Context: an optimization exercise on an open-source flow, tuned for small area, a short achievable clock period and few clock cycles per item. The choices shown serve that exercise and are no tape-out recipe.
No functional check of the RTL was part of any run shown here.
Power figures rest on the tool's default switching activity, not on a simulated workload.

==> flow/design.v <==
`timescale 1ns / 1ps
`default_nettype none
package bgpr_pkg;
  localparam int COLUMNS = 128;
  localparam int SMP_W   = 8;
  localparam int COL_W   = 7;
  localparam int ROW_W   = 2;
  localparam int CNT_W   = 8;
  localparam logic [1:0] OP_CLEAR = 2'd0;
  localparam logic [1:0] OP_LOAD  = 2'd1;
  localparam logic [1:0] OP_READ  = 2'd2;
  localparam logic [1:0] OP_NONE  = 2'd3;
  localparam logic [SMP_W-1:0] FULL_SCALE_RST = 8'd75;
  localparam int FIFO_D = 9;
  localparam int OUT_SLOTS = FIFO_D + 1;
endpackage
`default_nettype wire
`timescale 1ns / 1ps
`default_nettype none
module bgpr_front (
  input  wire logic        clk,
  input  wire logic        wr,        
  input  wire logic [7:0]  wdata,
  input  wire logic [7:0]  sel_hi,    
  input  wire logic [15:0] sel_lo,    
  output logic [7:0]       rdata
);
  logic [7:0] ring [128];
  always_ff @(posedge clk) begin
    ring[0] <= wr ? wdata : ring[127];
    for (int i = 1; i < 128; i++) ring[i] <= ring[i-1];
  end
  logic [7:0] grp [8];
  always_comb begin
    for (int g = 0; g < 8; g++) begin
      grp[g] = '0;
      for (int j = 0; j < 16; j++) grp[g] = grp[g] | (ring[16*g+j] & {8{sel_lo[j]}});
    end
    rdata = '0;
    for (int g = 0; g < 8; g++) rdata = rdata | (grp[g] & {8{sel_hi[g]}});
  end
endmodule
`default_nettype wire
`timescale 1ns / 1ps
`default_nettype none
module bgpr_queue (
  input  wire logic clk,
  input  wire logic rst,
  input  wire logic push,
  input  wire logic [3:0] push_code,
  input  wire logic pop,
  output logic [3:0] head,
  output logic      empty
);
  localparam int D = bgpr_pkg::FIFO_D;
  logic [3:0] entries [D];
  logic [3:0] count;
  assign empty = count == '0;
  always_comb begin
    head = entries[0];
    for (int i = 1; i < D; i++) begin
      if (count == 4'(i + 1)) head = entries[i];
    end
  end
  always_ff @(posedge clk) begin
    if (rst) begin
      count <= '0;
    end else if (push && !pop) begin
      count <= count + 4'd1;
    end else if (pop && !push) begin
      count <= count - 4'd1;
    end
  end
  always_ff @(posedge clk) begin
    if (push) begin
      entries[0] <= push_code;
      for (int i = 1; i < D; i++) entries[i] <= entries[i-1];
    end
  end
endmodule
`default_nettype wire
`timescale 1ns / 1ps
`default_nettype none
module bgpr_back (
  input  wire logic       clk,
  input  wire logic       rst,
  input  wire logic [7:0] floor_value,
  input  wire logic [7:0] s,            
  input  wire logic       in_valid,
  input  wire logic [7:0] in_x,         
  input  wire logic [1:0] in_row,
  output logic [5:0]      vv,           
  output logic            out_valid,
  output logic [3:0]      out_code      
);
  function automatic logic [8:0] nstep(input logic [8:0] p, input logic [7:0] sv);
    nstep = {p[7:0], ~p[8]} + ({1'b0, sv} ^ {9{~p[8]}});
  endfunction
  logic       v3;
  logic [7:0] x3;
  logic [1:0] row3;
  always_ff @(posedge clk) begin
    if (rst) v3 <= 1'b0;
    else     v3 <= in_valid;
    x3   <= in_x;
    row3 <= in_row;
  end
  logic [7:0] d3;
  assign d3 = (x3 > floor_value) ? x3 - floor_value : 8'd0;
  logic       v4;
  logic [7:0] r4;
  logic [1:0] row4;
  always_ff @(posedge clk) begin
    if (rst) v4 <= 1'b0;
    else     v4 <= v3;
    r4   <= d3;
    row4 <= row3;
  end
  logic [8:0] st4;
  logic       q5_4;
  assign st4  = nstep({1'b0, r4}, s);
  assign q5_4 = r4 >= s;
  logic       v5;
  logic [1:0] q54_5;
  logic [8:0] r5;
  logic [1:0] row5;
  always_ff @(posedge clk) begin
    if (rst) v5 <= 1'b0;
    else     v5 <= v4;
    r5    <= st4;
    q54_5 <= {q5_4, ~st4[8]};
    row5  <= row4;
  end
  logic [8:0] st5;
  assign st5 = nstep(r5, s);
  logic       v6;
  logic [2:0] q53_6;
  logic [8:0] r6;
  logic [1:0] row6;
  always_ff @(posedge clk) begin
    if (rst) v6 <= 1'b0;
    else     v6 <= v5;
    r6    <= st5;
    q53_6 <= {q54_5, ~st5[8]};
    row6  <= row5;
  end
  logic [8:0] st6;
  logic       full6, zero6;
  assign st6   = nstep(r6, s);
  assign full6 = q53_6[2] || q53_6[1:0] > ~row6;
  assign zero6 = !q53_6[2] && q53_6[1:0] < ~row6;
  logic       v7, full7, zero7, q2_7;
  logic [8:0] r7;
  always_ff @(posedge clk) begin
    if (rst) v7 <= 1'b0;
    else     v7 <= v6;
    r7    <= st6;
    full7 <= full6;
    zero7 <= zero6;
    q2_7  <= ~st6[8];
  end
  logic [8:0] st7;
  assign st7 = nstep(r7, s);
  logic       v8, full8, zero8;
  logic [1:0] q21_8;
  logic [8:0] r8;
  always_ff @(posedge clk) begin
    if (rst) v8 <= 1'b0;
    else     v8 <= v7;
    r8    <= st7;
    full8 <= full7;
    zero8 <= zero7;
    q21_8 <= {q2_7, ~st7[8]};
  end
  logic [8:0] st8;
  assign st8 = nstep(r8, s);
  assign out_valid = v8;
  assign out_code  = (s == 8'd0) ? 4'd15 :
                     full8       ? 4'd8  :
                     zero8       ? 4'd0  : {1'b0, q21_8, ~st8[8]};
  assign vv        = {v8, v7, v6, v5, v4, v3};
endmodule
`default_nettype wire
`timescale 1ns / 1ps
`default_nettype none
module bar_graph_page_renderer_unit (
  input  wire logic  clk,
  input  wire logic  rst,
  input  wire logic         items_valid,
  output logic              items_ready,
  input  wire logic [1:0]   items_operation,
  input  wire logic [7:0]   items_sample,
  input  wire logic [1:0]   items_row,
  input  wire logic [6:0]   items_column,
  input  wire logic         cfg_valid,
  output logic              cfg_ready,
  input  wire logic [1:0]   cfg_index,
  input  wire logic [7:0]   cfg_data,
  output logic              results_valid,
  input  wire logic         results_ready,
  output logic [7:0]        results_pixel_byte,
  output logic              results_scale_valid
);
  logic [7:0] floor_value;
  logic [7:0] full_scale;
  logic       w_valid;
  logic [1:0] w_op;
  logic [7:0] w_sample;
  logic [1:0] w_row;
  logic [6:0] w_col;
  logic [7:0] n;           
  logic [6:0] a1;          
  logic [6:0] gap;         
  logic [7:0] peak;
  logic       pk_v;
  logic       pk_clr;
  logic       pk_gt;
  logic [7:0] pk_span;
  logic [7:0] s_use;
  logic        v2;
  logic [7:0]  sel_hi;
  logic [15:0] sel_lo;
  logic [1:0]  row2;
  logic       ready_q;
  logic [3:0] outstanding;
  logic in_acc;
  assign in_acc      = items_valid && ready_q;
  assign items_ready = ready_q;
  assign cfg_ready   = 1'b1;
  logic ld, clr, rd, ld_do;
  assign ld    = w_valid && w_op == bgpr_pkg::OP_LOAD;
  assign clr   = w_valid && w_op == bgpr_pkg::OP_CLEAR;
  assign rd    = w_valid && w_op == bgpr_pkg::OP_READ;
  assign ld_do = ld && !n[7];
  logic [7:0] n_nxt;
  logic [6:0] gap_nxt;
  assign n_nxt   = clr ? 8'd0 : ld_do ? n + 8'd1 : n;
  assign gap_nxt = ld_do ? 7'd0 : gap - 7'd1;
  logic [5:0] vv;         
  logic       busy;       
  logic       pk_apply;
  assign busy     = v2 || (vv != '0);
  assign pk_apply = pk_v && !busy;
  always_ff @(posedge clk) begin
    if (rst) begin
      w_valid <= 1'b0;
    end else begin
      w_valid <= in_acc;
    end
    w_op     <= items_operation;
    w_sample <= items_sample;
    w_row    <= items_row;
    w_col    <= items_column;
  end
  always_ff @(posedge clk) begin
    if (rst) begin
      floor_value <= '0;
      full_scale  <= bgpr_pkg::FULL_SCALE_RST;
      n           <= '0;
      peak        <= '0;
      pk_v        <= 1'b0;
    end else begin
      if (cfg_valid) begin
        if (cfg_index == 2'd0) floor_value <= cfg_data;
        if (cfg_index == 2'd1) full_scale  <= cfg_data;
      end
      n <= n_nxt;
      if (pk_apply) begin
        if (pk_clr) begin
          peak <= '0;
        end else if (pk_gt && pk_span > peak) begin
          peak <= pk_span;
        end
      end
      if (clr || ld_do) begin
        pk_v <= 1'b1;
      end else if (pk_apply) begin
        pk_v <= 1'b0;
      end
    end
    if (clr || ld_do) begin
      pk_clr  <= clr;
      pk_gt   <= w_sample > floor_value;
      pk_span <= w_sample - floor_value;
    end
    gap    <= gap_nxt;
    a1     <= (ld_do && n == 8'd0) ? 7'd1 : a1 + 7'd1;
    s_use  <= (full_scale != '0) ? full_scale : peak;
  end
  logic [6:0] place;
  logic       draw;
  assign place = a1 - w_col;
  assign draw  = {1'b0, w_col} < n;
  always_ff @(posedge clk) begin
    if (rst) v2 <= 1'b0;
    else     v2 <= rd;
    for (int i = 0; i < 8; i++)  sel_hi[i] <= draw && place[6:4] == 3'(i);
    for (int i = 0; i < 16; i++) sel_lo[i] <= place[3:0] == 4'(i);
    row2 <= w_row;
  end
  logic [7:0] rdata;
  bgpr_front u_front (
    .clk    (clk),
    .wr     (ld_do),
    .wdata  (w_sample),
    .sel_hi (sel_hi),
    .sel_lo (sel_lo),
    .rdata  (rdata)
  );
  logic       v_res;
  logic [3:0] code_res;
  bgpr_back u_back (
    .clk         (clk),
    .rst         (rst),
    .floor_value (floor_value),
    .s           (s_use),
    .in_valid    (v2),
    .in_x        (rdata),
    .in_row      (row2),
    .vv          (vv),
    .out_valid   (v_res),
    .out_code    (code_res)
  );
  logic       out_valid;
  logic [7:0] out_byte;
  logic       out_sv;
  logic       out_free;
  logic       f_push, f_pop, f_empty;
  logic [3:0] f_head;
  logic [3:0] next_code;
  assign out_free  = !out_valid || results_ready;
  assign f_pop     = out_free && !f_empty;
  assign f_push    = v_res && (!out_free || !f_empty);
  assign next_code = f_empty ? code_res : f_head;
  bgpr_queue u_queue (
    .clk       (clk),
    .rst       (rst),
    .push      (f_push),
    .push_code (code_res),
    .pop       (f_pop),
    .head      (f_head),
    .empty     (f_empty)
  );
  always_ff @(posedge clk) begin
    if (rst) begin
      out_valid <= 1'b0;
    end else if (out_free) begin
      out_valid <= !f_empty || v_res;
    end
    if (out_free) begin
      out_sv   <= next_code != 4'd15;
      out_byte <= (next_code == 4'd15) ? 8'd0 : ~(8'hFF >> next_code);
    end
  end
  assign results_valid       = out_valid;
  assign results_pixel_byte  = out_byte;
  assign results_scale_valid = out_sv;
  logic [3:0] out_nxt;
  logic       ldclr_nxt;
  logic       z_nxt;
  logic       pk_v_nxt;
  logic [6:0] v_nxt;      
  logic       hold_nxt;
  assign out_nxt   = outstanding + {3'd0, in_acc && items_operation == bgpr_pkg::OP_READ}
                                 - {3'd0, out_valid && results_ready};
  assign ldclr_nxt = in_acc && (items_operation == bgpr_pkg::OP_LOAD ||
                                items_operation == bgpr_pkg::OP_CLEAR);
  assign z_nxt     = ldclr_nxt || n_nxt == 8'd0 || n_nxt[7] || gap_nxt == 7'd1;
  assign pk_v_nxt  = clr || ld_do || (pk_v && busy);
  assign v_nxt     = {vv[4:0], v2, rd};
  assign hold_nxt  = (ldclr_nxt && v_nxt[5:0] != '0) || (pk_v_nxt && v_nxt != '0);
  always_ff @(posedge clk) begin
    if (rst) begin
      outstanding <= '0;
      ready_q     <= 1'b1;
    end else begin
      outstanding <= out_nxt;
      ready_q     <= z_nxt && !hold_nxt && out_nxt < 4'(bgpr_pkg::OUT_SLOTS);
    end
  end
endmodule
`default_nettype wire
==> flow/run.sh <==
#!/bin/bash
# synth_recipe.tcl (not shown) runs the flow's synth.tcl, then flattens the netlist and writes it again
# the make line also repeats each setting of config.mk as NAME=value (left out here)
make -C /OpenROAD-flow-scripts/flow DESIGN_CONFIG=/design/flow/config.mk WORK_HOME=/design/flow/orfs CLKGATE_MAP_FILE= SYNTH_SCRIPT=/design/flow/synth_recipe.tcl finish
==> flow/config.mk <==
export PLATFORM = sky130hd
export DESIGN_NAME = bar_graph_page_renderer_unit
export DESIGN_NICKNAME = bar_graph_page_renderer_unit
export VERILOG_FILES = /design/flow/design.v
export SDC_FILE = /design/flow/constraint.sdc
export NUM_CORES = 4
export LEC_CHECK = 0
export CAP_MARGIN = 20
export CORE_MARGIN = 2
export CORE_UTILIZATION = 40
export CTS_BUF_LIST = sky130_fd_sc_hd__clkbuf_16
export CTS_CLUSTER_DIAMETER = 70
export CTS_CLUSTER_SIZE = 25
export SETUP_SLACK_MARGIN = 2.5
export SLEW_MARGIN = 20
==> flow/constraint.sdc <==
create_clock -name core_clock -period 5.0 [get_ports {clk}]
set_input_delay 1.0000 -clock core_clock [delete_from_list [all_inputs] [get_ports {clk}]]
set_output_delay 1.0000 -clock core_clock [all_outputs]
set_load 0.01 [all_outputs]
==> results of run 1 <==
## worst max path at each step
stage	start	endpoint	slack (ns)	cells past startpoint
finish	u_queue.count[3]$_SDFFE_PP0P_	u_queue.count[3]$_SDFFE_PP0P_	2.53	11
global route	u_back.r8[8]$_DFF_P_	out_byte[3]$_SDFFCE_PN0N_	2.42	10
CTS	results_ready	u_queue.count[3]$_SDFFE_PP0P_	2.39	12
detailed placement	results_ready	u_queue.count[3]$_SDFFE_PP0P_	1.36	12
global placement	results_ready	u_queue.count[3]$_SDFFE_PP0P_	1.40	12
floorplan	results_ready	u_queue.count[3]$_SDFFE_PP0P_	2.06	11
## power by group through the flow
stage                     clock, mW  combinational, mW  sequential, mW
after CTS                      5.58               4.24            11.8
final                          5.47               4.45            11.8
after floorplan                   0               3.10            11.1
after global routing           5.94               4.81            11.9
after detailed placement          0               4.13            12.0
after global placement            0               4.05            12.0
## layer usage
metal  global-route usage  vias to the layer above
met3              0.02842                      179
li1                     -                    10429
met4              0.05385                        4
met1               0.2419                    11265
met5                    0                        -
met2               0.3208                      635
## sequential cells by signal (all words and copies together) (netlist names), 3 cells and up
signal,cells
u_front.ring,1024
floor_value,8
n,8
full_scale,8
w_sample,8
a1,7
peak,8
u_back.r6,9
w_col,7
u_queue.entries,36
sel_lo,16
u_back.x3,8
u_back.q53_6,3
u_back.r4,8
u_queue.count,4
pk_span,8
gap,7
sel_hi,8
outstanding,4
s_use,8
u_back.r8,9
out_byte,8
u_back.r7,9
u_back.r5,9
## cell usage in the layout, fill, tap and decap left out, drive strengths merged, types with 7 or more instances in the layout
cell	count
nor2b	18
a22o	264
buf	66
ha	95
o21ai	36
a22oi	33
inv	102
dlygate4sd2	14
fa	9
clkbuf	61
a221oi	262
xor2	32
a211oi	7
edfxtp	55
nor2	105
mux2	12
mux2i	8
a31oi	8
a21oi	54
nor3	29
a21o	35
nand2	32
xnor2	72
nor3b	7
nand3	7
dfxtp	1214
nand4	82
nand2b	18
o21bai	10
clkdlybuf4s50	29
## worst max-delay path: stages, from the launching register on
cell and delay (ns):
sky130_fd_sc_hd__dfxtp_4 0.38, sky130_fd_sc_hd__nor4_4 0.46, sky130_fd_sc_hd__nand2_4 0.08, sky130_fd_sc_hd__and2_4 0.17, sky130_fd_sc_hd__ha_4 0.16, sky130_fd_sc_hd__inv_4 0.06, sky130_fd_sc_hd__ha_4 0.18, sky130_fd_sc_hd__a21o_1 0.16
sky130_fd_sc_hd__a21oi_2 0.15, sky130_fd_sc_hd__xnor2_1 0.08, sky130_fd_sc_hd__or3_1 0.38, sky130_fd_sc_hd__a21oi_1 0.14
## repair_timing
| item | in CTS | in global routing |
|---|---|---|
| pin swaps | 9 | 12 |
| hold buffers | 0 | 0 |
| gates cloned | 1 | 0 |
| gates resized for setup | 48 | 35 |
| endpoints found under the setup margin | 40 | 31 |
| hold endpoints to repair | 0 | 0 |
| buffers inserted | 8 | 20 |
## through the flow
step           worst slack [ns]  cells    util  cell area, um2  total power [mW]
2_1_floorplan             2.059   2817       -           37350             14.24
3_3_place_gp              1.404   4002  0.4213           39150             16.08
3_5_place_dp              1.357   4002  0.4213           39150             16.17
4_1_cts                   2.385   4094  0.4417           41040             21.66
5_1_grt                   2.416   4114  0.4446           41310             22.63
6_report                  2.530   4114  0.4446           41310             21.75
## kinds of logic after synthesis
group | Yosys count
DFF | 1269
buffers and inverters | 238
and+or+nand+nor | 339
AOI/OAI and AO/OA | 742
xor gates and xnor gates | 104
adders and majority gates | 104
muxes | 20
other | 1
## layout make-up
class                           count  area (um2)  area share
Clock buffer                       61        1526     0.03695
Sequential cell                  1269       26050      0.6306
Inverter                           87       329.1    0.007966
Multi-Input combinational cell   1311       10570      0.2558
Clock inverter                     22       215.2    0.005210
Timing Repair Buffer              110        1052     0.02547
Tap cell                         1254        1569     0.03798
==> impl_results.html, run 1 <==
<table>
<tr><th>Metric</th><th>Value</th></tr>
<tr><th colspan="2">CTS</th></tr>
<tr><td>Clock Latency Late Sink</td><td>0.68 ns</td></tr>
<tr><td>CTS Root Buffer Type</td><td>sky130_fd_sc_hd__clkbuf_16</td></tr>
<tr><td>Number of buffers on the longest clock path</td><td>3</td></tr>
<tr><td>CTS tree</td><td>yes</td></tr>
<tr><td>Number of clock sinks seen by CTS</td><td>1269</td></tr>
<tr><td>Inserted Clock Buffers</td><td>61</td></tr>
<tr><td>Count of H-tree levels built during CTS</td><td>2</td></tr>
<tr><td>Clock transition at the registers of the reported paths</td><td>0.09 ns</td></tr>
<tr><th colspan="2">Route</th></tr>
<tr><td>Count of unresolved DRC violations after routing</td><td>0</td></tr>
<tr><td>Violation count after the first detailed-routing iteration</td><td>1541</td></tr>
<tr><td>Routed wire length</td><td>90.89 mm</td></tr>
<tr><td>Final ANT Viol Nets</td><td>0</td></tr>
<tr><td>Mean routed wirelength per cell</td><td>22.09 um</td></tr>
<tr><td>M1 wire length</td><td>40.27 mm</td></tr>
<tr><td>Met2 wire len</td><td>43.38 mm</td></tr>
<tr><td>Met3 Routed Length</td><td>4.774 mm</td></tr>
<tr><td>Total via count after detailed routing</td><td>22512</td></tr>
<tr><td>Post-DR vias/cell</td><td>5.472</td></tr>
<tr><td>Pre-antenna DRT Iters</td><td>5</td></tr>
<tr><td>Top Metal Used</td><td>met5</td></tr>
<tr><th colspan="2">Power</th></tr>
<tr><td>Share of power burned in registers</td><td>0.544</td></tr>
<tr><td>Internal portion of total power</td><td>14.72 mW</td></tr>
<tr><td>Leakage power summed over all cells</td><td>15.76 nW</td></tr>
<tr><td>Power per cell area</td><td>526.6 nW/um2</td></tr>
<tr><td>Sw frac</td><td>0.3233</td></tr>
<tr><td>Share of total power in combinational logic</td><td>0.205</td></tr>
<tr><td>Peak supply drop</td><td>0.3011 mV</td></tr>
<tr><td>Clock share of power</td><td>0.252</td></tr>
<tr><td>Net switching power of the design</td><td>7.032 mW</td></tr>
<tr><th colspan="2">Yosys</th></tr>
<tr><td>Netlist Area Pre-Place</td><td>37300 um2</td></tr>
<tr><td>Main combinational cell family by area after synthesis</td><td>compound AO/OA/AOI/OAI gates</td></tr>
<tr><td>Number of warning messages in the yosys log</td><td>7</td></tr>
<tr><td>Register area share after synthesis</td><td>0.6958</td></tr>
<tr><td>Adder and majority cell fraction of the synthesized area</td><td>0.03669</td></tr>
<tr><td>Simple-gate share of the synthesized area</td><td>0.04931</td></tr>
<tr><td>Cell with the most instances after synthesis</td><td>sky130_fd_sc_hd__dfxtp_1</td></tr>
<tr><td>Post-synthesis cell type with the largest combined area</td><td>sky130_fd_sc_hd__dfxtp_1</td></tr>
<tr><td>Portion of synthesized cell area occupied by the leading cell type</td><td>0.6515</td></tr>
<tr><td>Count of flip-flops with a built-in enable after synthesis</td><td>55</td></tr>
<tr><td>Proportion of register bits with asynchronous set or reset after synthesis</td><td>0</td></tr>
<tr><td>Count of mapped cells out of synthesis</td><td>2817</td></tr>
<tr><td>Top cells by area in the synthesized netlist</td><td>sky130_fd_sc_hd__dfxtp_1, sky130_fd_sc_hd__a22o_1, sky130_fd_sc_hd__a221oi_1</td></tr>
<tr><td>Mean instance size in the synthesized netlist</td><td>13.24 um2</td></tr>
<tr><td>Synth cell count leaders</td><td>sky130_fd_sc_hd__dfxtp_1, sky130_fd_sc_hd__a22o_1, sky130_fd_sc_hd__a221oi_1, sky130_fd_sc_hd__nor2_1, sky130_fd_sc_hd__ha_1</td></tr>
<tr><td>Most frequently used flop master after synthesis</td><td>sky130_fd_sc_hd__dfxtp_1</td></tr>
<tr><td>Synthesized net count</td><td>2955</td></tr>
<tr><td>Xor/xnor share of the synthesized area</td><td>0.02442</td></tr>
<tr><td>Multiplexer share of the synthesized area</td><td>0.005870</td></tr>
<tr><td>Synthesized flop and latch total</td><td>1269</td></tr>
<tr><td>Count of unique library cells instantiated by Yosys</td><td>80</td></tr>
<tr><td>Synthesized-area fraction occupied by ao, oa, aoi and oai cells</td><td>0.1626</td></tr>
<tr><th colspan="2">Final layout</th></tr>
<tr><td># diodes</td><td>0</td></tr>
<tr><td>Fin nets</td><td>2978</td></tr>
<tr><td>Count of filler cells inserted in the layout</td><td>8204</td></tr>
<tr><td>Relative area change from synthesis to final layout</td><td>10.74%</td></tr>
<tr><td>Layout cells sized above 1</td><td>0.08287</td></tr>
<tr><th colspan="2">STA</th></tr>
<tr><td>Min cycle time layout</td><td>2.470 ns</td></tr>
<tr><td>Slew Viols, Final</td><td>0</td></tr>
<tr><td>Accumulated negative setup slack</td><td>0 ns</td></tr>
<tr><td>Worst rel slew slack</td><td>0.2842</td></tr>
<tr><td>Slew of the pin with the lowest slew margin</td><td>1.072 ns</td></tr>
<tr><td>Final setup viols</td><td>0</td></tr>
<tr><td>RSZ-0062 raised after global routing</td><td>yes</td></tr>
<tr><td>Worst Skew</td><td>0.04861 ns</td></tr>
<tr><td>Hold_ws</td><td>0.3318 ns</td></tr>
<tr><td>Highest clock frequency the design can meet</td><td>404.8 MHz</td></tr>
<tr><td>Endpoints failing hold</td><td>0</td></tr>
<tr><td>Fraction of the cycle the final worst path needs</td><td>0.4941</td></tr>
<tr><th colspan="2">Hold path</th></tr>
<tr><td>Launch instance of the worst min-delay path</td><td>u_back.q54_5[0]$_DFF_P_</td></tr>
<tr><td>Cell count of the worst hold path</td><td>0</td></tr>
<tr><td>Endpoint of the worst hold path</td><td>u_back.q53_6[1]$_DFF_P_</td></tr>
<tr><td>Min-delay worst type</td><td>flip-flop to flip-flop</td></tr>
<tr><th colspan="2">Floorplanning</th></tr>
<tr><td>Core area</td><td>92910 um2</td></tr>
<tr><td>Initial Utilization</td><td>0.4015</td></tr>
<tr><td>Rows</td><td>112</td></tr>
<tr><td>IO Count</td><td>46</td></tr>
<tr><td>Total Die Area</td><td>95720 um2</td></tr>
<tr><td>Overall die width</td><td>309.4 um</td></tr>
<tr><td>Height of the die</td><td>309.4 um</td></tr>
<tr><th colspan="2">Global route</th></tr>
<tr><td>Global-route wire length before repair</td><td>138.8 mm</td></tr>
<tr><td>Global router's overall resource usage</td><td>0.1862</td></tr>
<tr><td>Vias in the first global route</td><td>23203</td></tr>
<tr><td>Antenna violations before repair</td><td>3</td></tr>
<tr><td>Maximum number of pins on one net before global-route repair</td><td>65</td></tr>
<tr><td>GR Overflow Total</td><td>0</td></tr>
<tr><th colspan="2">Outcome</th></tr>
<tr><td>Outcome</td><td>finished clean</td></tr>
<tr><th colspan="2">Critical path</th></tr>
<tr><td>Minimum setup slack among reg-to-reg paths</td><td>2.53 ns</td></tr>
<tr><td>Largest fanout on the critical path</td><td>6</td></tr>
<tr><td>Worst reg2reg path startpoint</td><td>u_queue.count[3]$_SDFFE_PP0P_</td></tr>
<tr><td>WS Path Type</td><td>flip-flop to flip-flop</td></tr>
<tr><td>Required time at the worst-slack endpoint</td><td>5.60 ns</td></tr>
<tr><td>Worst path arrival time</td><td>3.07 ns</td></tr>
<tr><td>Endpoint of the lowest-slack register-to-register path</td><td>u_queue.count[3]$_SDFFE_PP0P_</td></tr>
<tr><td>Kind of capture point of the worst setup path</td><td>flip-flop</td></tr>
<tr><td>Type of element launching the critical path</td><td>flip-flop</td></tr>
<tr><td>Path depth of the worst reg2reg path</td><td>11</td></tr>
<tr><th colspan="2">Place</th></tr>
<tr><td>Routability-driven placement congestion ratio</td><td>0.8294</td></tr>
<tr><td>HPWL reported at the end of detailed placement</td><td>55.41 mm</td></tr>
<tr><td>IO buf count</td><td>44</td></tr>
<tr><th colspan="2">Job</th></tr>
<tr><td>Max-cap violation count</td><td>0</td></tr>
</table>
==> run 2: changes to the inputs <==
--- a/flow/design.v
+++ b/flow/design.v
@@ -54,21 +54,21 @@
 );
   localparam int D = bgpr_pkg::FIFO_D;
   logic [3:0] entries [D];
-  logic [3:0] count;
-  assign empty = count == '0;
+  logic [D-1:0] fill;
+  assign empty = !fill[0];
   always_comb begin
-    head = entries[0];
-    for (int i = 1; i < D; i++) begin
-      if (count == 4'(i + 1)) head = entries[i];
+    head = '0;
+    for (int i = 0; i < D; i++) begin
+      if (fill[i] && (i == D - 1 || !fill[(i + 1) % D])) head = head | entries[i];
     end
   end
   always_ff @(posedge clk) begin
     if (rst) begin
-      count <= '0;
+      fill <= '0;
     end else if (push && !pop) begin
-      count <= count + 4'd1;
+      fill <= {fill[D-2:0], 1'b1};
     end else if (pop && !push) begin
-      count <= count - 4'd1;
+      fill <= {1'b0, fill[D-1:1]};
     end
   end
   always_ff @(posedge clk) begin
@@ -91,7 +91,9 @@
   input  wire logic [1:0] in_row,
   output logic [5:0]      vv,           
   output logic            out_valid,
-  output logic [3:0]      out_code      
+  output logic [3:0]      out_code,     
+  output logic [7:0]      out_byte,     
+  output logic            out_sv
 );
   function automatic logic [8:0] nstep(input logic [8:0] p, input logic [7:0] sv);
     nstep = {p[7:0], ~p[8]} + ({1'b0, sv} ^ {9{~p[8]}});
@@ -105,8 +107,10 @@
     x3   <= in_x;
     row3 <= in_row;
   end
+  logic [8:0] diff3;
   logic [7:0] d3;
-  assign d3 = (x3 > floor_value) ? x3 - floor_value : 8'd0;
+  assign diff3 = {1'b0, x3} - {1'b0, floor_value};
+  assign d3    = diff3[8] ? 8'd0 : diff3[7:0];
   logic       v4;
   logic [7:0] r4;
   logic [1:0] row4;
@@ -175,9 +179,18 @@
   logic [8:0] st8;
   assign st8 = nstep(r8, s);
   assign out_valid = v8;
-  assign out_code  = (s == 8'd0) ? 4'd15 :
-                     full8       ? 4'd8  :
-                     zero8       ? 4'd0  : {1'b0, q21_8, ~st8[8]};
+  logic q0_8;
+  assign q0_8      = ~st8[8];
+  assign out_sv    = s != 8'd0;
+  assign out_code  = !out_sv ? 4'd15 :
+                     full8   ? 4'd8  :
+                     zero8   ? 4'd0  : {1'b0, q21_8, q0_8};
+  always_comb begin
+    for (int i = 0; i < 8; i++) begin
+      out_byte[7 - i] = out_sv && !zero8 &&
+                        (full8 || 2 * int'(q21_8) > i || (2 * int'(q21_8) == i && q0_8));
+    end
+  end
   assign vv        = {v8, v7, v6, v5, v4, v3};
 endmodule
 `default_nettype wire
@@ -309,6 +322,8 @@
   );
   logic       v_res;
   logic [3:0] code_res;
+  logic [7:0] byte_res;
+  logic       sv_res;
   bgpr_back u_back (
     .clk         (clk),
     .rst         (rst),
@@ -319,7 +334,9 @@
     .in_row      (row2),
     .vv          (vv),
     .out_valid   (v_res),
-    .out_code    (code_res)
+    .out_code    (code_res),
+    .out_byte    (byte_res),
+    .out_sv      (sv_res)
   );
   logic       out_valid;
   logic [7:0] out_byte;
@@ -327,11 +344,9 @@
   logic       out_free;
   logic       f_push, f_pop, f_empty;
   logic [3:0] f_head;
-  logic [3:0] next_code;
   assign out_free  = !out_valid || results_ready;
   assign f_pop     = out_free && !f_empty;
   assign f_push    = v_res && (!out_free || !f_empty);
-  assign next_code = f_empty ? code_res : f_head;
   bgpr_queue u_queue (
     .clk       (clk),
     .rst       (rst),
@@ -348,21 +363,31 @@
       out_valid <= !f_empty || v_res;
     end
     if (out_free) begin
-      out_sv   <= next_code != 4'd15;
-      out_byte <= (next_code == 4'd15) ? 8'd0 : ~(8'hFF >> next_code);
+      if (f_empty) begin
+        out_sv   <= sv_res;
+        out_byte <= byte_res;
+      end else begin
+        out_sv   <= f_head != 4'd15;
+        out_byte <= (f_head == 4'd15) ? 8'd0 : ~(8'hFF >> f_head);
+      end
     end
   end
   assign results_valid       = out_valid;
   assign results_pixel_byte  = out_byte;
   assign results_scale_valid = out_sv;
   logic [3:0] out_nxt;
+  logic       rd_in, res_out, credit_nxt;
   logic       ldclr_nxt;
   logic       z_nxt;
   logic       pk_v_nxt;
   logic [6:0] v_nxt;      
   logic       hold_nxt;
-  assign out_nxt   = outstanding + {3'd0, in_acc && items_operation == bgpr_pkg::OP_READ}
-                                 - {3'd0, out_valid && results_ready};
+  assign rd_in      = in_acc && items_operation == bgpr_pkg::OP_READ;
+  assign res_out    = out_valid && results_ready;
+  assign out_nxt    = outstanding + {3'd0, rd_in} - {3'd0, res_out};
+  assign credit_nxt = (rd_in && !res_out) ? outstanding < 4'(bgpr_pkg::OUT_SLOTS - 1) :
+                      (res_out && !rd_in) ? 1'b1 :
+                                            outstanding < 4'(bgpr_pkg::OUT_SLOTS);
   assign ldclr_nxt = in_acc && (items_operation == bgpr_pkg::OP_LOAD ||
                                 items_operation == bgpr_pkg::OP_CLEAR);
   assign z_nxt     = ldclr_nxt || n_nxt == 8'd0 || n_nxt[7] || gap_nxt == 7'd1;
@@ -375,7 +400,7 @@
       ready_q     <= 1'b1;
     end else begin
       outstanding <= out_nxt;
-      ready_q     <= z_nxt && !hold_nxt && out_nxt < 4'(bgpr_pkg::OUT_SLOTS);
+      ready_q     <= z_nxt && !hold_nxt && credit_nxt;
     end
   end
 endmodule
==> impl_results.html, run 2 <==
<table>
<tr><th>Metric</th><th>Value</th></tr>
<tr><th colspan="2">CTS</th></tr>
<tr><td>Inserted Clock Buffers</td><td>61 (unchanged)</td></tr>
<tr><td>CTS Root Buffer Type</td><td>sky130_fd_sc_hd__clkbuf_16 (unchanged)</td></tr>
<tr><td>Number of clock sinks seen by CTS</td><td>1274 (was 1269)</td></tr>
<tr><td>CTS Hold Buffers Added</td><td>0 (unchanged)</td></tr>
<tr><td>Clock Latency Late Sink</td><td>0.68 ns (about the same)</td></tr>
<tr><td>Clock transition at the registers of the reported paths</td><td>0.10 ns (was 0.09 ns)</td></tr>
<tr><td>Number of buffers on the longest clock path</td><td>3 (unchanged)</td></tr>
<tr><td>Count of H-tree levels built during CTS</td><td>2 (unchanged)</td></tr>
<tr><td>CTS tree</td><td>yes (unchanged)</td></tr>
<tr><th colspan="2">Route</th></tr>
<tr><td>Post-DR vias/cell</td><td>5.506 (was 5.472)</td></tr>
<tr><td>Final ANT Viol Nets</td><td>0 (unchanged)</td></tr>
<tr><td>Routed wire length</td><td>90.73 mm (was 90.89 mm)</td></tr>
<tr><td>Pre-antenna DRT Iters</td><td>7 (was 5)</td></tr>
<tr><td>Count of unresolved DRC violations after routing</td><td>0 (unchanged)</td></tr>
<tr><td>Mean routed wirelength per cell</td><td>22.00 um (was 22.09 um)</td></tr>
<tr><td>Total via count after detailed routing</td><td>22714 (was 22512)</td></tr>
<tr><td>Violation count after the first detailed-routing iteration</td><td>1852 (was 1541)</td></tr>
<tr><th colspan="2">Floorplanning</th></tr>
<tr><td>Core area</td><td>93190 um2 (was 92910 um2)</td></tr>
<tr><td>Overall die width</td><td>310.4 um (was 309.4 um)</td></tr>
<tr><td>Initial Utilization</td><td>0.4028 (was 0.4015)</td></tr>
<tr><td>Height of the die</td><td>310.4 um (was 309.4 um)</td></tr>
<tr><td>IO Count</td><td>46 (unchanged)</td></tr>
<tr><td>Total Die Area</td><td>96320 um2 (was 95720 um2)</td></tr>
<tr><td>Rows</td><td>112 (unchanged)</td></tr>
<tr><th colspan="2">Final layout</th></tr>
<tr><td>Layout cells sized above 1</td><td>0.06061 (was 0.08287)</td></tr>
<tr><td>Regs by FF count</td><td>u_front.ring (1024), u_queue.entries (36), sel_lo (16) (unchanged)</td></tr>
<tr><td>Flip-flop count of the largest register, all copies and words added</td><td>1024 (unchanged)</td></tr>
<tr><td>Highest-count cells in the layout ignoring fill and taps</td><td>sky130_fd_sc_hd__dfxtp_1, sky130_fd_sc_hd__a22o_1, sky130_fd_sc_hd__a221oi_1 (unchanged)</td></tr>
<tr><td>Relative area change from synthesis to final layout</td><td>10.10% (was 10.74%)</td></tr>
<tr><td># diodes</td><td>0 (unchanged)</td></tr>
<tr><td>End-of-flow core utilization</td><td>0.4435 (was 0.4446)</td></tr>
<tr><td>Fin nets</td><td>2991 (was 2978)</td></tr>
<tr><td>Largest Register</td><td>u_front.ring (unchanged)</td></tr>
<tr><td>Post-route cell area</td><td>41330 um2 (was 41310 um2)</td></tr>
<tr><td>Most common cell after layout, fill and taps aside</td><td>sky130_fd_sc_hd__dfxtp_1 (unchanged)</td></tr>
<tr><th colspan="2">Yosys</th></tr>
<tr><td>Netlist Area Pre-Place</td><td>37540 um2 (was 37300 um2)</td></tr>
<tr><td>Most frequently used flop master after synthesis</td><td>sky130_fd_sc_hd__dfxtp_1 (unchanged)</td></tr>
<tr><td>Synthesized net count</td><td>3000 (was 2955)</td></tr>
<tr><td>Synthesized flop and latch total</td><td>1274 (was 1269)</td></tr>
<tr><td>Number of warning messages in the yosys log</td><td>7 (unchanged)</td></tr>
<tr><td>Count of unique library cells instantiated by Yosys</td><td>70 (was 80)</td></tr>
<tr><td>Register area share after synthesis</td><td>0.6941 (was 0.6958)</td></tr>
<tr><td>Portion of synthesized cell area occupied by the leading cell type</td><td>0.6501 (was 0.6515)</td></tr>
<tr><td>Count of mapped cells out of synthesis</td><td>2861 (was 2817)</td></tr>
<tr><td>Synth cell count leaders</td><td>sky130_fd_sc_hd__dfxtp_1, sky130_fd_sc_hd__a221oi_1, sky130_fd_sc_hd__a22o_1, sky130_fd_sc_hd__nor2_1, sky130_fd_sc_hd__clkbuf_1 (was sky130_fd_sc_hd__dfxtp_1, sky130_fd_sc_hd__a22o_1, sky130_fd_sc_hd__a221oi_1, sky130_fd_sc_hd__nor2_1, sky130_fd_sc_hd__ha_1)</td></tr>
<tr><td>Count of flip-flops with a built-in enable after synthesis</td><td>55 (unchanged)</td></tr>
<tr><td>Cell with the most instances after synthesis</td><td>sky130_fd_sc_hd__dfxtp_1 (unchanged)</td></tr>
<tr><td>Proportion of register bits with asynchronous set or reset after synthesis</td><td>0 (unchanged)</td></tr>
<tr><td>Top cells by area in the synthesized netlist</td><td>sky130_fd_sc_hd__dfxtp_1, sky130_fd_sc_hd__a221oi_1, sky130_fd_sc_hd__a22o_1 (was sky130_fd_sc_hd__dfxtp_1, sky130_fd_sc_hd__a22o_1, sky130_fd_sc_hd__a221oi_1)</td></tr>
<tr><td>Post-synthesis cell type with the largest combined area</td><td>sky130_fd_sc_hd__dfxtp_1 (unchanged)</td></tr>
<tr><td>Mean instance size in the synthesized netlist</td><td>13.12 um2 (was 13.24 um2)</td></tr>
<tr><th colspan="2">Global route</th></tr>
<tr><td>Antenna violations before repair</td><td>2 (was 3)</td></tr>
<tr><td>Global router's overall resource usage</td><td>0.1856 (was 0.1862)</td></tr>
<tr><td>GR Overflow Total</td><td>0 (unchanged)</td></tr>
<tr><td>Vias in the first global route</td><td>23221 (was 23203)</td></tr>
<tr><td>Global-route wire length before repair</td><td>138.9 mm (was 138.8 mm)</td></tr>
<tr><td>Maximum number of pins on one net before global-route repair</td><td>65 (unchanged)</td></tr>
<tr><th colspan="2">Outcome</th></tr>
<tr><td>Outcome</td><td>finished clean (unchanged)</td></tr>
<tr><th colspan="2">STA</th></tr>
<tr><td>Slew of the pin with the lowest slew margin</td><td>1.108 ns (was 1.072 ns)</td></tr>
<tr><td>Worst Skew</td><td>0.04278 ns (was 0.04861 ns)</td></tr>
<tr><td>Accumulated negative setup slack</td><td>0 ns (unchanged)</td></tr>
<tr><td>Endpoints failing hold</td><td>0 (unchanged)</td></tr>
<tr><td>Min cycle time layout</td><td>2.420 ns (was 2.470 ns)</td></tr>
<tr><td>RSZ-0062 raised after global routing</td><td>no (was yes)</td></tr>
<tr><td>Final setup viols</td><td>0 (unchanged)</td></tr>
<tr><td>Fraction of the cycle the final worst path needs</td><td>0.4840 (was 0.4941)</td></tr>
<tr><td>Worst rel slew slack</td><td>0.2603 (was 0.2842)</td></tr>
<tr><td>Highest clock frequency the design can meet</td><td>413.2 MHz (was 404.8 MHz)</td></tr>
<tr><td>Slew Viols, Final</td><td>0 (unchanged)</td></tr>
<tr><th colspan="2">Critical path</th></tr>
<tr><td>Most used cell, CP</td><td>sky130_fd_sc_hd__nand4_1 (was sky130_fd_sc_hd__ha_4)</td></tr>
<tr><td>Type of element launching the critical path</td><td>flip-flop (unchanged)</td></tr>
<tr><td>Sequence of cells on the critical path</td><td>buf_12, a22o_1, a221oi_1, nand4_1, a22oi_1, nand4_1 (was nor4_4, nand2_4, and2_4, ha_4, inv_4, ha_4, a21o_1, a21oi_2, xnor2_1, or3_1, a21oi_1)</td></tr>
<tr><td>Required time at the worst-slack endpoint</td><td>5.43 ns (was 5.60 ns)</td></tr>
<tr><td>Kind of capture point of the worst setup path</td><td>flip-flop (unchanged)</td></tr>
<tr><td>WS Path Type</td><td>flip-flop to flip-flop (unchanged)</td></tr>
<tr><td>Crit path buf inv count</td><td>1 (unchanged)</td></tr>
<tr><td>Largest incremental delay on the critical path</td><td>0.56 ns (was 0.46 ns)</td></tr>
<tr><td>Critical-path top delay cell</td><td>sky130_fd_sc_hd__dfxtp_2 (was sky130_fd_sc_hd__nor4_4)</td></tr>
<tr><td>Largest fanout on the critical path</td><td>28 (was 6)</td></tr>
<tr><td>Worst path arrival time</td><td>2.85 ns (was 3.07 ns)</td></tr>
<tr><td>Largest delay share family, worst path</td><td>compound AO/OA/AOI/OAI gates (was simple AND/OR/NAND/NOR gates)</td></tr>
<tr><th colspan="2">Hold path</th></tr>
<tr><td>Min-delay worst type</td><td>flip-flop to flip-flop (unchanged)</td></tr>
<tr><th colspan="2">Place</th></tr>
<tr><td>IO buf count</td><td>44 (unchanged)</td></tr>
<tr><td>HPWL reported at the end of detailed placement</td><td>54.27 mm (was 55.41 mm)</td></tr>
<tr><td>Standard cell area after detailed placement</td><td>39430 um2 (was 39150 um2)</td></tr>
<tr><td>Routability-driven placement congestion ratio</td><td>0.8271 (was 0.8294)</td></tr>
<tr><th colspan="2">Power</th></tr>
<tr><td>Power per cell area</td><td>511.1 nW/um2 (was 526.6 nW/um2)</td></tr>
<tr><td>Peak supply drop</td><td>0.3488 mV (was 0.3011 mV)</td></tr>
<tr><td>Leakage power summed over all cells</td><td>15.59 nW (was 15.76 nW)</td></tr>
<tr><th colspan="2">Job</th></tr>
<tr><td>Max-cap violation count</td><td>0 (unchanged)</td></tr>
</table>
-- run 2: cell count changes in the layout (fill, tap and decap cells not counted), sizes merged, moves of 7 or more --
cell	previous run	this run
a21o	35	27
nor2b	18	37
and3b	0	8
buf	66	36
o41ai	0	7
o211ai	1	11
o21a	3	16
xor2	32	23
o21ai	36	25
nor2	105	113
a31oi	8	1
mux2i	8	15
o2bb2ai	1	8
a22o	264	257
-- run 2: repair_timing --
item | CTS | global route
pin swaps | 0 | 3
setup endpoints to repair | 22 | 34
gates resized for setup | 17 | 25
setup buffers | 0 | 1
-- run 2: final timing paths --
path | from | endpoint | slack (ns) | cells after the start
max | sel_lo[13]$_DFF_P_ | u_back.x3[0]$_DFF_P_ | 2.58 | 6
min reg2reg | u_front.ring[67][4]$_DFF_P_ | u_front.ring[68][4]$_DFF_P_ | 0.31 | 0
min | u_front.ring[67][4]$_DFF_P_ | u_front.ring[68][4]$_DFF_P_ | 0.31 | 0
max reg2reg | sel_lo[13]$_DFF_P_ | u_back.x3[0]$_DFF_P_ | 2.58 | 6
-- run 2: routing by layer --
layer | routed length (um) | GRT usage | vias to the layer above
li1 | - | - | 10537
met1 | 41190 | 0.2477 | 11391
met2 | 42520 | 0.3111 | 622
met3 | 4499 | 0.02568 | 164
met4 | 2522 | 0.05966 | 0
met5 | 0 | 0 | -
-- run 2: cell families (layout without fill, tap and decap cells) --
| group | after synthesis | count (layout) | share of synthesized area |
|---|---|---|---|
| flip-flops | 1274 | 1274 | 0.6941 |
| other | 1 | 1 | 0.00009989 |
| AO/OA/AOI/OAI | 752 | 752 | 0.1638 |
| buffers and inverters | 237 | 247 | 0.02400 |
| multiplexers | 21 | 21 | 0.005799 |
| AND/OR/NAND/NOR | 381 | 381 | 0.05469 |
| adder cells (fa/ha/maj) | 105 | 105 | 0.03660 |
| XOR/XNOR | 90 | 90 | 0.02100 |
-- run 2: area by class of cell --
type / count / area, um2
fillers: 8310 / 51860
flip-flops and latches: 1274 / 26100
multi-input cells: 1350 / 10720
well taps: 1254 / 1569
clock buffers: 62 / 1551
repair buffers: 79 / 834.6
inverters: 86 / 325.3
clock inverters: 20 / 226.5
-- run 2: through the flow --
stage,power (mW),hold slack (ns),setup WS (ns),instances
detailed placement,15.74,0.3147,1.939,4041
floorplan,13.92,0.3096,2.199,2861
global placement,15.67,0.3162,1.942,4041
finish,21.12,0.3122,2.580,4125
CTS,21.15,0.3231,2.470,4123
global route,22.00,0.3096,2.480,4125
-- run 2: report_power, final --
part           switching (mW)  internal [mW]
logic                    2.50           1.47
registers               0.939           10.7
clock network            3.18           2.30
total                    6.62           14.5
-- run 2: worst reg2reg max path: stages, from the launching register on --
cell and delay, ns:
sky130_fd_sc_hd__dfxtp_2 0.56, sky130_fd_sc_hd__buf_12 0.32, sky130_fd_sc_hd__a22o_1 0.22, sky130_fd_sc_hd__a221oi_1 0.24
sky130_fd_sc_hd__nand4_1 0.15, sky130_fd_sc_hd__a22oi_1 0.31, sky130_fd_sc_hd__nand4_1 0.38
==> run 3: changes to the inputs <==
--- a/flow/config.mk
+++ b/flow/config.mk
@@ -7,7 +7,7 @@
 export LEC_CHECK = 0
 export CAP_MARGIN = 20
 export CORE_MARGIN = 2
-export CORE_UTILIZATION = 40
+export CORE_UTILIZATION = 65
 export CTS_BUF_LIST = sky130_fd_sc_hd__clkbuf_16
 export CTS_CLUSTER_DIAMETER = 70
 export CTS_CLUSTER_SIZE = 25
==> impl_results.html, run 3 <==
<table>
<tr><th>Metric</th><th>Value</th></tr>
<tr><th colspan="2">Outcome</th></tr>
<tr><td>Outcome</td><td>finished clean (unchanged)</td></tr>
<tr><th colspan="2">Final layout</th></tr>
<tr><td>Fin nets</td><td>2983 (was 2991)</td></tr>
<tr><td>Largest Register</td><td>u_front.ring (unchanged)</td></tr>
<tr><td># diodes</td><td>0 (unchanged)</td></tr>
<tr><td>Flip-flop count of the largest register, all copies and words added</td><td>1024 (unchanged)</td></tr>
<tr><td>Most common cell after layout, fill and taps aside</td><td>sky130_fd_sc_hd__dfxtp_1 (unchanged)</td></tr>
<tr><td>End-of-flow core utilization</td><td>0.7066 (was 0.4435)</td></tr>
<tr><td>Regs by FF count</td><td>u_front.ring (1024), u_queue.entries (36), sel_lo (16) (unchanged)</td></tr>
<tr><td>Highest-count cells in the layout ignoring fill and taps</td><td>sky130_fd_sc_hd__dfxtp_1, sky130_fd_sc_hd__a22o_1, sky130_fd_sc_hd__a221oi_1 (unchanged)</td></tr>
<tr><td>Layout cells sized above 1</td><td>0.05736 (was 0.06061)</td></tr>
<tr><td>Relative area change from synthesis to final layout</td><td>7.969% (was 10.10%)</td></tr>
<tr><th colspan="2">Yosys</th></tr>
<tr><td>Multiplexer share of the synthesized area</td><td>0.005799 (unchanged)</td></tr>
<tr><td>Netlist Area Pre-Place</td><td>37540 um2 (unchanged)</td></tr>
<tr><td>Count of mapped cells out of synthesis</td><td>2861 (unchanged)</td></tr>
<tr><td>Post-synthesis cell type with the largest combined area</td><td>sky130_fd_sc_hd__dfxtp_1 (unchanged)</td></tr>
<tr><td>Register area share after synthesis</td><td>0.6941 (unchanged)</td></tr>
<tr><td>Synthesized flop and latch total</td><td>1274 (unchanged)</td></tr>
<tr><td>Mean instance size in the synthesized netlist</td><td>13.12 um2 (unchanged)</td></tr>
<tr><td>Synthesized net count</td><td>3000 (unchanged)</td></tr>
<tr><td>Synthesized-area fraction occupied by ao, oa, aoi and oai cells</td><td>0.1638 (unchanged)</td></tr>
<tr><td>Count of flip-flops with a built-in enable after synthesis</td><td>55 (unchanged)</td></tr>
<tr><td>Xor/xnor share of the synthesized area</td><td>0.02100 (unchanged)</td></tr>
<tr><td>Top cells by area in the synthesized netlist</td><td>sky130_fd_sc_hd__dfxtp_1, sky130_fd_sc_hd__a221oi_1, sky130_fd_sc_hd__a22o_1 (unchanged)</td></tr>
<tr><td>Adder and majority cell fraction of the synthesized area</td><td>0.03660 (unchanged)</td></tr>
<tr><td>Count of unique library cells instantiated by Yosys</td><td>70 (unchanged)</td></tr>
<tr><td>Simple-gate share of the synthesized area</td><td>0.05469 (unchanged)</td></tr>
<tr><td>Cell with the most instances after synthesis</td><td>sky130_fd_sc_hd__dfxtp_1 (unchanged)</td></tr>
<tr><td>Proportion of register bits with asynchronous set or reset after synthesis</td><td>0 (unchanged)</td></tr>
<tr><td>Portion of synthesized cell area occupied by the leading cell type</td><td>0.6501 (unchanged)</td></tr>
<tr><td>Synth cell count leaders</td><td>sky130_fd_sc_hd__dfxtp_1, sky130_fd_sc_hd__a221oi_1, sky130_fd_sc_hd__a22o_1, sky130_fd_sc_hd__nor2_1, sky130_fd_sc_hd__clkbuf_1 (unchanged)</td></tr>
<tr><td>Number of warning messages in the yosys log</td><td>7 (unchanged)</td></tr>
<tr><td>Main combinational cell family by area after synthesis</td><td>compound AO/OA/AOI/OAI gates (unchanged)</td></tr>
<tr><td>Most frequently used flop master after synthesis</td><td>sky130_fd_sc_hd__dfxtp_1 (unchanged)</td></tr>
<tr><th colspan="2">STA</th></tr>
<tr><td>Min cycle time layout</td><td>2.457 ns (was 2.420 ns)</td></tr>
<tr><td>Slew Viols, Final</td><td>0 (unchanged)</td></tr>
<tr><td>Highest clock frequency the design can meet</td><td>407.0 MHz (was 413.2 MHz)</td></tr>
<tr><td>Crit path setup slack, layout</td><td>2.543 ns (was 2.580 ns)</td></tr>
<tr><td>Worst rel slew slack</td><td>0.2833 (was 0.2603)</td></tr>
<tr><td>Worst Skew</td><td>0.02681 ns (was 0.04278 ns)</td></tr>
<tr><td>Endpoints failing hold</td><td>0 (unchanged)</td></tr>
<tr><td>Final setup viols</td><td>0 (unchanged)</td></tr>
<tr><td>Hold_ws</td><td>0.3331 ns (was 0.3122 ns)</td></tr>
<tr><td>Slew of the pin with the lowest slew margin</td><td>1.075 ns (was 1.108 ns)</td></tr>
<tr><td>Fraction of the cycle the final worst path needs</td><td>0.4914 (was 0.4840)</td></tr>
<tr><td>RSZ-0062 raised after global routing</td><td>yes (was no)</td></tr>
<tr><td>Accumulated negative setup slack</td><td>0 ns (unchanged)</td></tr>
<tr><th colspan="2">Critical path</th></tr>
<tr><td>Most used cell, CP</td><td>sky130_fd_sc_hd__nand4_1 (unchanged)</td></tr>
<tr><td>Type of element launching the critical path</td><td>flip-flop (unchanged)</td></tr>
<tr><td>Largest fanout on the critical path</td><td>28 (unchanged)</td></tr>
<tr><td>Endpoint of the lowest-slack register-to-register path</td><td>u_back.x3[3]$_DFF_P_ (was u_back.x3[0]$_DFF_P_)</td></tr>
<tr><td>Sequence of cells on the critical path</td><td>buf_4, a22o_1, a221oi_1, nand4_1, a22oi_1, nand4_1 (was buf_12, a22o_1, a221oi_1, nand4_1, a22oi_1, nand4_1)</td></tr>
<tr><td>Path depth of the worst reg2reg path</td><td>6 (unchanged)</td></tr>
<tr><td>Critical-path top delay cell</td><td>sky130_fd_sc_hd__dfxtp_2 (unchanged)</td></tr>
<tr><td>WS Path Type</td><td>flip-flop to flip-flop (unchanged)</td></tr>
<tr><td>Worst path arrival time</td><td>2.90 ns (was 2.85 ns)</td></tr>
<tr><td>Worst reg2reg path startpoint</td><td>sel_lo[5]$_DFF_P_ (was sel_lo[13]$_DFF_P_)</td></tr>
<tr><td>Minimum setup slack among reg-to-reg paths</td><td>2.54 ns (was 2.58 ns)</td></tr>
<tr><td>Kind of capture point of the worst setup path</td><td>flip-flop (unchanged)</td></tr>
<tr><td>Required time at the worst-slack endpoint</td><td>5.44 ns (was 5.43 ns)</td></tr>
<tr><td>Largest incremental delay on the critical path</td><td>0.62 ns (was 0.56 ns)</td></tr>
<tr><th colspan="2">Route</th></tr>
<tr><td>Count of unresolved DRC violations after routing</td><td>0 (unchanged)</td></tr>
<tr><td>Violation count after the first detailed-routing iteration</td><td>1504 (was 1852)</td></tr>
<tr><td>Total via count after detailed routing</td><td>22685 (was 22714)</td></tr>
<tr><td>Final ANT Viol Nets</td><td>0 (unchanged)</td></tr>
<tr><td>Routed wire length</td><td>86.37 mm (was 90.73 mm)</td></tr>
<tr><td>Post-DR vias/cell</td><td>6.260 (was 5.506)</td></tr>
<tr><td>Pre-antenna DRT Iters</td><td>5 (was 7)</td></tr>
<tr><td>Mean routed wirelength per cell</td><td>23.83 um (was 22.00 um)</td></tr>
<tr><th colspan="2">Place</th></tr>
<tr><td>Setup Slack @ Placement</td><td>1.764 ns (was 1.939 ns)</td></tr>
<tr><td>Routability-driven placement congestion ratio</td><td>0.8211 (was 0.8271)</td></tr>
<tr><td>HPWL reported at the end of detailed placement</td><td>52.10 mm (was 54.27 mm)</td></tr>
<tr><td>IO buf count</td><td>44 (unchanged)</td></tr>
<tr><th colspan="2">Power</th></tr>
<tr><td>Leakage power summed over all cells</td><td>15.50 nW (was 15.59 nW)</td></tr>
<tr><td>Peak supply drop</td><td>0.4867 mV (was 0.3488 mV)</td></tr>
<tr><td>Power per cell area</td><td>514.5 nW/um2 (was 511.1 nW/um2)</td></tr>
<tr><th colspan="2">Global route</th></tr>
<tr><td>GR Overflow Total</td><td>0 (unchanged)</td></tr>
<tr><td>Global router's overall resource usage</td><td>0.2870 (was 0.1856)</td></tr>
<tr><td>Global-route wire length before repair</td><td>133.0 mm (was 138.9 mm)</td></tr>
<tr><td>Met2 Track Usage GR</td><td>0.4758 (was 0.3111)</td></tr>
<tr><td>Vias in the first global route</td><td>23070 (was 23221)</td></tr>
<tr><td>Met3 Use GR</td><td>0.04061 (was 0.02568)</td></tr>
<tr><td>Antenna violations before repair</td><td>1 (was 2)</td></tr>
<tr><td>Maximum number of pins on one net before global-route repair</td><td>65 (unchanged)</td></tr>
<tr><td>Busiest grt layer</td><td>met2 (unchanged)</td></tr>
<tr><td>Global routing usage on met1</td><td>0.3851 (was 0.2477)</td></tr>
<tr><th colspan="2">Floorplanning</th></tr>
<tr><td>Rows</td><td>88 (was 112)</td></tr>
<tr><td>Height of the die</td><td>244.3 um (was 310.4 um)</td></tr>
<tr><td>Core area</td><td>57370 um2 (was 93190 um2)</td></tr>
<tr><td>Initial Utilization</td><td>0.6544 (was 0.4028)</td></tr>
<tr><td>Total Die Area</td><td>59690 um2 (was 96320 um2)</td></tr>
<tr><td>Overall die width</td><td>244.3 um (was 310.4 um)</td></tr>
<tr><td>IO Count</td><td>46 (unchanged)</td></tr>
<tr><th colspan="2">Hold path</th></tr>
<tr><td>Launch instance of the worst min-delay path</td><td>u_back.row5[0]$_DFF_P_ (was u_front.ring[67][4]$_DFF_P_)</td></tr>
<tr><td>Min-delay worst type</td><td>flip-flop to flip-flop (unchanged)</td></tr>
<tr><td>Endpoint of the worst hold path</td><td>u_back.row6[0]$_DFF_P_ (was u_front.ring[68][4]$_DFF_P_)</td></tr>
<tr><td>Cell count of the worst hold path</td><td>0 (unchanged)</td></tr>
<tr><th colspan="2">CTS</th></tr>
<tr><td>CTS Root Buffer Type</td><td>sky130_fd_sc_hd__clkbuf_16 (unchanged)</td></tr>
<tr><td>Clock transition at the registers of the reported paths</td><td>0.09 ns (was 0.10 ns)</td></tr>
<tr><td>Inserted Clock Buffers</td><td>59 (was 61)</td></tr>
<tr><td>CTS tree</td><td>yes (unchanged)</td></tr>
<tr><td>Number of clock sinks seen by CTS</td><td>1274 (unchanged)</td></tr>
<tr><td>Number of buffers on the longest clock path</td><td>3 (unchanged)</td></tr>
<tr><td>Count of H-tree levels built during CTS</td><td>2 (unchanged)</td></tr>
<tr><td>Clock Latency Late Sink</td><td>0.66 ns (was 0.68 ns)</td></tr>
<tr><th colspan="2">Job</th></tr>
<tr><td>Max-cap violation count</td><td>0 (unchanged)</td></tr>
</table>
## run 3: repair_timing
item / 4_1_cts / 5_1_grt
pin swaps: 0 / 4
hold buffers: 0 / 0
cloned: 0 / 0
setup endpoints to repair: 24 / 37
resized for setup: 22 / 30
buffers inserted: 0 / 1
## run 3: logic make-up after synthesis
logic type	Yosys count
AOI/OAI and AO/OA	752
xor gates and xnor gates	90
adders and majority gates	105
buffers and inverters	237
DFF	1274
muxes	21
other	1
and+or+nand+nor	381
## run 3: critical path, delay by kind of cell, from the launching register on
kind	cells	cell delay, ns
AOI/OAI and AO/OA	3	0.74
buffers and inverters	1	0.38
DFF	1	0.62
and+or+nand+nor	2	0.47
## run 3: routing by layer
| layer | routed length [um] | vias to the layer above |
|---|---|---|
| met4 | 3087 | 2 |
| met5 | 16 | - |
| met1 | 37660 | 11260 |
| met2 | 40750 | 717 |
| met3 | 4854 | 179 |
| li1 | - | 10527 |
## run 3: report_power, final
group	total [mW]	switching, mW	leakage [nW]	internal [mW]
Combinational	3.88	2.44	4.27	1.44
Clock	5.32	3.08	0.834	2.23
Sequential	11.7	0.930	10.4	10.7
## run 3: worst max path at each step
stage | startpoint | to | slack (ns) | cells past startpoint
after global routing | s_use[0]$_DFF_P_ | u_back.q21_8[0]$_DFF_P_ | 2.45 | 9
after detailed placement | results_ready | u_queue.fill[3]$_SDFFE_PP0P_ | 1.76 | 10
final | sel_lo[5]$_DFF_P_ | u_back.x3[3]$_DFF_P_ | 2.54 | 6
after CTS | u_back.r6[8]$_DFF_P_ | u_back.q2_7$_DFF_P_ | 2.51 | 9
after floorplan | results_ready | u_queue.fill[1]$_SDFFE_PP0P_ | 2.20 | 9
after global placement | results_ready | u_queue.fill[1]$_SDFFE_PP0P_ | 1.85 | 10
## run 3: metrics by stage
stage	cells	total power, mW	area (um2)
3_5_place_dp	3547	15.60	38720
4_1_cts	3623	20.81	40430
2_1_floorplan	2861	13.92	37620
3_3_place_gp	3547	15.49	38720
5_1_grt	3624	21.67	40530
6_report	3624	20.85	40530
## run 3: layout make-up
type / count / area [um2]
multi-input cells: 1350 / 10730
clock inverters: 15 / 152.6
fillers: 4053 / 16830
repair buffers: 73 / 734.5
clock buffers: 61 / 1526
flip-flops and latches: 1274 / 26100
inverters: 86 / 325.3
well taps: 765 / 957.2
==> run 4: changes to the inputs <==
--- a/flow/design.v
+++ b/flow/design.v
@@ -21,8 +21,9 @@
   input  wire logic        clk,
   input  wire logic        wr,        
   input  wire logic [7:0]  wdata,
-  input  wire logic [7:0]  sel_hi,    
-  input  wire logic [15:0] sel_lo,    
+  input  wire logic [3:0]  sel_hi,    
+  input  wire logic [15:0] sel_lo0,   
+  input  wire logic [15:0] sel_lo1,   
   output logic [7:0]       rdata
 );
   logic [7:0] ring [128];
@@ -34,10 +35,11 @@
   always_comb begin
     for (int g = 0; g < 8; g++) begin
       grp[g] = '0;
-      for (int j = 0; j < 16; j++) grp[g] = grp[g] | (ring[16*g+j] & {8{sel_lo[j]}});
+      for (int j = 0; j < 16; j++)
+        grp[g] = grp[g] | (ring[16*g+j] & {8{(g < 4) ? sel_lo0[j] : sel_lo1[j]}});
     end
     rdata = '0;
-    for (int g = 0; g < 8; g++) rdata = rdata | (grp[g] & {8{sel_hi[g]}});
+    for (int g = 0; g < 8; g++) rdata = rdata | (grp[g] & {8{sel_hi[g % 4]}});
   end
 endmodule
 `default_nettype wire
@@ -231,8 +233,9 @@
   logic [7:0] pk_span;
   logic [7:0] s_use;
   logic        v2;
-  logic [7:0]  sel_hi;
-  logic [15:0] sel_lo;
+  logic [3:0]  sel_hi;
+  logic [15:0] sel_lo0;
+  logic [15:0] sel_lo1;
   logic [1:0]  row2;
   logic       ready_q;
   logic [3:0] outstanding;
@@ -307,8 +310,9 @@
   always_ff @(posedge clk) begin
     if (rst) v2 <= 1'b0;
     else     v2 <= rd;
-    for (int i = 0; i < 8; i++)  sel_hi[i] <= draw && place[6:4] == 3'(i);
-    for (int i = 0; i < 16; i++) sel_lo[i] <= place[3:0] == 4'(i);
+    for (int i = 0; i < 4; i++)  sel_hi[i] <= place[5:4] == 2'(i);
+    for (int i = 0; i < 16; i++) sel_lo0[i] <= draw && !place[6] && place[3:0] == 4'(i);
+    for (int i = 0; i < 16; i++) sel_lo1[i] <= draw && place[6] && place[3:0] == 4'(i);
     row2 <= w_row;
   end
   logic [7:0] rdata;
@@ -317,7 +321,8 @@
     .wr     (ld_do),
     .wdata  (w_sample),
     .sel_hi (sel_hi),
-    .sel_lo (sel_lo),
+    .sel_lo0 (sel_lo0),
+    .sel_lo1 (sel_lo1),
     .rdata  (rdata)
   );
   logic       v_res;
--- a/flow/config.mk
+++ b/flow/config.mk
@@ -7,7 +7,7 @@
 export LEC_CHECK = 0
 export CAP_MARGIN = 20
 export CORE_MARGIN = 2
-export CORE_UTILIZATION = 65
+export CORE_UTILIZATION = 40
 export CTS_BUF_LIST = sky130_fd_sc_hd__clkbuf_16
 export CTS_CLUSTER_DIAMETER = 70
 export CTS_CLUSTER_SIZE = 25
==> impl_results.html, run 4 <==
<table>
<tr><th>Metric</th><th>Value</th></tr>
<tr><th colspan="2">Outcome</th></tr>
<tr><td>Outcome</td><td>finished clean (unchanged)</td></tr>
<tr><th colspan="2">Route</th></tr>
<tr><td>Routed wire length</td><td>100.8 mm (was 86.37 mm)</td></tr>
<tr><td>Count of unresolved DRC violations after routing</td><td>0 (unchanged)</td></tr>
<tr><td>Total via count after detailed routing</td><td>23170 (was 22685)</td></tr>
<tr><td>Post-DR vias/cell</td><td>5.457 (was 6.260)</td></tr>
<tr><th colspan="2">STA</th></tr>
<tr><td>Min cycle time layout</td><td>2.455 ns (was 2.457 ns)</td></tr>
<tr><td>Slew Viols, Final</td><td>0 (unchanged)</td></tr>
<tr><td>RSZ-0062 raised after global routing</td><td>no (was yes)</td></tr>
<tr><td>Slew of the pin with the lowest slew margin</td><td>1.136 ns (was 1.075 ns)</td></tr>
<tr><th colspan="2">Final layout</th></tr>
<tr><td>Flip-flop count of the largest register, all copies and words added</td><td>1024 (unchanged)</td></tr>
<tr><td>Fin nets</td><td>3112 (was 2983)</td></tr>
<tr><td>Largest Register</td><td>u_front.ring (unchanged)</td></tr>
<tr><td>Most common cell after layout, fill and taps aside</td><td>sky130_fd_sc_hd__dfxtp_1 (unchanged)</td></tr>
<tr><th colspan="2">Place</th></tr>
<tr><td>HPWL reported at the end of detailed placement</td><td>57.31 mm (was 52.10 mm)</td></tr>
<tr><th colspan="2">Critical path</th></tr>
<tr><td>Endpoint of the lowest-slack register-to-register path</td><td>u_back.x3[5]$_DFF_P_ (was u_back.x3[3]$_DFF_P_)</td></tr>
<tr><td>Worst path arrival time</td><td>2.95 ns (was 2.90 ns)</td></tr>
<tr><td>Cell count along the critical path</td><td>5 (was 6)</td></tr>
<tr><td>Largest incremental delay on the critical path</td><td>0.67 ns (was 0.62 ns)</td></tr>
<tr><td>Worst reg2reg path startpoint</td><td>sel_lo0[8]$_DFF_P_ (was sel_lo[5]$_DFF_P_)</td></tr>
<tr><td>Crit path buf inv count</td><td>1 (unchanged)</td></tr>
<tr><td>Worst Setup SP</td><td>sel_lo0[8]$_DFF_P_ (was sel_lo[5]$_DFF_P_)</td></tr>
<tr><th colspan="2">Yosys</th></tr>
<tr><td>Count of flip-flops with a built-in enable after synthesis</td><td>55 (unchanged)</td></tr>
<tr><td>Count of unique library cells instantiated by Yosys</td><td>75 (was 70)</td></tr>
<tr><td>Count of mapped cells out of synthesis</td><td>2948 (was 2861)</td></tr>
<tr><td>Proportion of register bits with asynchronous set or reset after synthesis</td><td>0 (unchanged)</td></tr>
<tr><td>Post-synthesis cell type with the largest combined area</td><td>sky130_fd_sc_hd__dfxtp_1 (unchanged)</td></tr>
<tr><td>Synthesized flop and latch total</td><td>1286 (was 1274)</td></tr>
<tr><th colspan="2">Power</th></tr>
<tr><td>Leakage power summed over all cells</td><td>15.39 nW (was 15.50 nW)</td></tr>
<tr><th colspan="2">CTS</th></tr>
<tr><td>Number of buffers on the longest clock path</td><td>3 (unchanged)</td></tr>
<tr><td>Number of clock sinks seen by CTS</td><td>1286 (was 1274)</td></tr>
<tr><td>CTS tree</td><td>yes (unchanged)</td></tr>
<tr><th colspan="2">Floorplanning</th></tr>
<tr><td>Overall die width</td><td>310.4 um (was 244.3 um)</td></tr>
<tr><td>IO Count</td><td>46 (unchanged)</td></tr>
<tr><th colspan="2">Hold path</th></tr>
<tr><td>Min-delay worst type</td><td>flip-flop to flip-flop (unchanged)</td></tr>
</table>
-- run 4: metal layers --
metal	wire [um]	part of all wire	track usage
met1	44340	0.44	0.2779
met2	45510	0.45	0.3329
met3	7676	0.076	0.04597
met4	3239	0.032	0.06730
met5	29	0.00029	0
-- run 4: cell families after synthesis --
| logic type | count (synthesis) | share of synthesized area |
|---|---|---|
| fa+ha+maj | 105 | 0.03659 |
| other cells | 1 | 0.00009987 |
| flops | 1286 | 0.7003 |
| xor+xnor | 93 | 0.02189 |
| simple gates | 482 | 0.06751 |
| buf+inv | 217 | 0.02219 |
| compound gates | 749 | 0.1474 |
| mux | 15 | 0.003998 |
-- run 4: report_power, final --
group,total (mW),leakage [nW],internal (mW),switching (mW)
Combinational,2.93,4.02,1.29,1.63
Sequential,11.2,10.5,10.8,0.424
Clock,5.57,0.878,2.32,3.25
-- run 4: metrics by stage --
step	instance area, um2	cells	setup WS, ns	power, mW
floorplan	37630	2948	2.197	13.27
global placement	39440	4150	1.910	14.15
detailed placement	39440	4150	1.868	14.17
CTS	41260	4237	2.506	19.67
global route	41420	4246	2.501	20.56
finish	41420	4246	2.545	19.69
-- run 4: repair_timing --
item / 4_1_cts / 5_1_grt
pin swaps: 3 / 10
setup buffers: 5 / 9
gates resized for setup: 21 / 23
endpoints found under the setup margin: 54 / 62
-- run 4: area by class of cell --
cell class	count	area, um2
clock inverter	19	187.7
timing repair buffer	97	824.5
multi-input combinational	1445	10590
inverter	82	307.8
sequential	1286	26360
clock buffer	63	1577
tap	1254	1569
fill	8494	51770
-- run 4: worst min path at each step --
stage	from	endpoint
finish	row2[1]$_DFF_P_	u_back.row3[1]$_DFF_P_
global route	row2[1]$_DFF_P_	u_back.row3[1]$_DFF_P_
CTS	row2[1]$_DFF_P_	u_back.row3[1]$_DFF_P_
detailed placement	u_back.row3[0]$_DFF_P_	u_back.row4[0]$_DFF_P_
global placement	u_back.full7$_DFF_P_	u_back.full8$_DFF_P_
floorplan	w_row[0]$_DFF_P_	row2[0]$_DFF_P_

[port drivers added, routing unchanged]
No port has a modelled driver above. Below, the same layouts with a new extraction and two added sets of constraints.
Step 1 assumes that a clkbuf_16 drives the clock port and a buf_2 every other input.
Step 2, shift: input delay + t, output delay - t, t = (earliest + latest rising clock arrival at the registers) / 2. This alone moves slack from input paths to output paths.
Slacks: no drivers / after step 1 / after step 2; pairs: no drivers / after step 1.
| run | t (ns) | setup slack, ns |
|---|---|---|
| run 1 | 0.728 | 2.530 / 2.530 / 1.966 |
| run 2 | 0.724 | 2.580 / 2.550 / 1.978 |
| run 3 | 0.714 | 2.543 / 2.543 / 1.935 |
| run 4 | 0.738 | 2.545 / 2.545 / 1.953 |
After both steps setup and hold are still met in every run listed.
